What follows belongs to an exercise in optimizing a design on an open flow for small area, a short achievable clock period and few clock cycles per item; a production flow would make more cautious choices. At most, simulation tests tie the RTL to the original design; equivalence was not proved. No activity file was given, so power comes from the tool's default toggle rates.

==> garnet <==
// differential_temp_fan_stepper_core
module differential_temp_fan_stepper_core
(
    input  wire logic        clk,
    input  wire logic        rst_n,
    input  wire logic        sensor_valid,
    output logic             sensor_ready,
    input  wire logic [15:0] sensor_sample_a,
    input  wire logic [15:0] sensor_sample_b,
    output logic             status_valid,
    input  wire logic        status_ready,
    output logic [2:0]       status_fan_level,
    output logic             status_level_changed,
    output logic             status_compared,
    output logic [14:0]      status_average_difference,
    output logic             status_relay_low_cap,
    output logic             status_relay_high_cap,
    output logic             status_main_relay,
    input  wire logic        cfg_valid,
    output logic             cfg_ready,
    input  wire logic [3:0]  cfg_index,
    input  wire logic [15:0] cfg_data
);
    logic [THRESH_W-1:0] thr_reg [4];
    logic                in_fire;
    logic                adv;           
    logic                shift;         
    logic                take_e;        
    logic                save;          
    logic                nrdy_reg;      
    logic                sh_pend_reg;   
    logic                pend_reg;      
    logic                skid_v_reg;
    logic [DSUM_W+3:0]   skid_reg;      
    logic                sh_pend_next;
    logic                pend_next;
  ...
==> module dtfs_div10, before the edit <==
module dtfs_div10
(
    input  wire logic                neg,
    input  wire logic [DSUM_W-2:0]   y,
    input  wire logic [3:0]          rb,
    output logic [SAMPLE_W-1:0]      quot,
    output logic                     inc
);
    logic [4:0]  r [DSUM_W-1];      
    logic [4:0]  r8;                
    logic [17:0] q;
    assign r8 = dtfs_pkg::oh_add5(dtfs_pkg::oh_mod5({2'b00, y[18:17]}),
                                  dtfs_pkg::oh_add5(dtfs_pkg::oh_mod5(y[16:13]), dtfs_pkg::oh_mod5(y[12:9])));
    always_comb
    begin
        r[18] = 5'b00001;
        for (int i = 17; i >= 0; i--)
        begin
            q[i] = dtfs_pkg::q_step((i == 7) ? r8 : r[i+1], y[i+1]);
            r[i] = dtfs_pkg::oh_step((i == 7) ? r8 : r[i+1], y[i+1]);
        end
    end
    assign quot = q[SAMPLE_W-1:0];
    assign inc  = |(r[0] & dtfs_pkg::inc_mask(neg, y[0], rb));
endmodule
export LEC_CHECK = 0
export ABC_AREA = 1
export CAP_MARGIN = 20
export CORE_MARGIN = 2
export CORE_UTILIZATION = 40
export CTS_CLUSTER_DIAMETER = 120
export CTS_CLUSTER_SIZE = 22
export SETUP_SLACK_MARGIN = 5
export SLEW_MARGIN = 20
export SYNTH_HIERARCHICAL = 1
create_clock -name core_clock -period 8.0 [get_ports {clk}]
standard.sh (not shown) runs the stock make flow with config.mk's settings and CLKGATE_MAP_FILE= SYNTH_SCRIPT=/design/flow/synth_recipe.tcl, a recipe that flattens the netlist after the stock synthesis.
==> flow/flow/run.sh <==
#!/bin/bash
# Layout flow: the standard flow (standard.sh, synthesis to finish),
# unchanged except that buffer_ports builds the input and output port
# buffers from sky130_fd_sc_hd__buf_2 rather than the cell it picks itself.
# standard.sh's full output is kept in standard.log in this folder.
set -e
export BUFFER_PORTS_ARGS="-buffer_cell sky130_fd_sc_hd__buf_2"
bash standard.sh > standard.log 2>&1
==> quartz: changes against garnet <==
--- a/flow/design.v
+++ b/flow/design.v
@@ -458,4 +458,5 @@
     assign status_main_relay         = main_reg;
 endmodule
+import dtfs_pkg::*;
 module dtfs_div10
 (
@@ -466,20 +467,29 @@
     output logic                     inc
 );
-    logic [4:0]  r [DSUM_W-1];      
-    logic [4:0]  r8;                
-    logic [17:0] q;
-    assign r8 = dtfs_pkg::oh_add5(dtfs_pkg::oh_mod5({2'b00, y[18:17]}),
-                                  dtfs_pkg::oh_add5(dtfs_pkg::oh_mod5(y[16:13]), dtfs_pkg::oh_mod5(y[12:9])));
-    always_comb
-    begin
-        r[18] = 5'b00001;
-        for (int i = 17; i >= 0; i--)
-        begin
-            q[i] = dtfs_pkg::q_step((i == 7) ? r8 : r[i+1], y[i+1]);
-            r[i] = dtfs_pkg::oh_step((i == 7) ? r8 : r[i+1], y[i+1]);
-        end
-    end
-    assign quot = q[SAMPLE_W-1:0];
-    assign inc  = |(r[0] & dtfs_pkg::inc_mask(neg, y[0], rb));
+    logic [4:0]  m3;        
+    logic [4:0]  m2;
+    logic [4:0]  m1;
+    logic [4:0]  m0;
+    logic [4:0]  r3;        
+    logic [4:0]  r2;
+    logic [4:0]  r1;
+    logic [4:0]  r0;
+    logic [4:0]  rf;        
+    logic [3:0]  q3;
+    assign m3 = dtfs_pkg::oh_mod5(y[16:13]);
+    assign m2 = dtfs_pkg::oh_mod5(y[12:9]);
+    assign m1 = dtfs_pkg::oh_mod5(y[8:5]);
+    assign m0 = dtfs_pkg::oh_mod5(y[4:1]);
+    assign r3 = dtfs_pkg::oh_mod5({2'b00, y[18:17]});
+    assign r2 = dtfs_pkg::oh_add5(r3, m3);
+    assign r1 = dtfs_pkg::oh_add5(r3, dtfs_pkg::oh_add5(m3, m2));
+    assign r0 = dtfs_pkg::oh_add5(r2, dtfs_pkg::oh_add5(m2, m1));
+    assign rf = dtfs_pkg::oh_add5(r1, dtfs_pkg::oh_add5(m1, m0));
+    assign q3 = dtfs_pkg::div5_digit(r3, y[16:13]);
+    assign quot = {q3[2:0],
+                   dtfs_pkg::div5_digit(r2, y[12:9]),
+                   dtfs_pkg::div5_digit(r1, y[8:5]),
+                   dtfs_pkg::div5_digit(r0, y[4:1])};
+    assign inc = |(rf & dtfs_pkg::inc_mask(neg, y[0], rb));
 endmodule
 `default_nettype wire
==> flow/run.sh (new file) <==
#!/bin/bash
# synth_recipe.tcl (not shown) runs the flow's synth.tcl, then flattens the netlist and writes it again
# the make line also repeats each setting of config.mk as NAME=value (left out here)
make -C /OpenROAD-flow-scripts/flow DESIGN_CONFIG=/design/flow/config.mk WORK_HOME=/design/flow/orfs CLKGATE_MAP_FILE= SYNTH_SCRIPT=/design/flow/synth_recipe.tcl finish
Settings changed: CORE_UTILIZATION 40 to 55.
removed: flow/flow/run.sh
removed: flow/standard.sh
==> metrics.md <==
| Metric | Value |
|---|---|
| Multi-input combinational cell count | 1,662 |
| CP arrival | 3420 ps |
| Post-synthesis average cell area | 8.82 um2 |
| Die footprint | 55,700 um2 |
| Sequential Power Share | 39.1% |
| Vias in the first global route | 15.4k |
| Synth Area in Adders | 6.45% |
| FMAX | 0.323 GHz |
| Top cells by count, synth | nand2_1 (815), inv_1 (336), edfxtp_1 (304) |
| Synth Area in Compound Gates | 5.15% |
| Sequential fraction of the synthesis area | 53.4% |
| Drt total wl | 44,100 um |
| All-Layer GR Usage | 15.6% |
| Outcome | timing/DRC/antenna clean |
| Routability cong. | 0.880 |
-- figures above: garnet

==> metrics.md <==
| Metric | Value |
|---|---|
| Die footprint | 42,300 um2 |
| Top cells by count, synth | nand2_1 (886), inv_1 (338), edfxtp_1 (304) |
| Outcome | timing/DRC/antenna clean |
| Vias in the first global route | 15.9k |
| Multi-input combinational cell count | 1,804 |
| Sequential fraction of the synthesis area | 51.4% |
| Routability cong. | 0.929 |
| Drt total wl | 47,300 um |
| CP arrival | 2960 ps |
| FMAX | 0.346 GHz |
-- figures above: quartz

Testbench counts of quartz, summed over its fixed seeds: cycles 16,040, items 16,000.
Function not checked in garnet: the RTL went through the layout flow alone.

-- separate check: timing with driven ports --
The results above use ideal ports. As a check the final layouts listed here were re-extracted and re-timed, cells and wires unchanged.
Step 1, drivers: a clkbuf_16 drives clk and a buf_2 each remaining input, both assumed.
Step 2 times the ports against the registers' clock, not the clock port: input delays grow and output delays shrink by t, the midpoint of the rising clock arrivals with the driver on.
Slacks: no drivers / after step 1 / after step 2; pairs: no drivers / after step 1.
run	t (ns)	setup slack, ns	worst setup path after step 2
garnet	0.601	4.902 / 4.902 / 4.604	input to register
quartz	0.607	5.107 / 5.056 / 4.530	input to register
After both steps setup and hold are still met in every run listed. For quartz, which loses most, drivers alone change the setup slack by -0.051 ns; drivers and shift together by -0.577 ns.
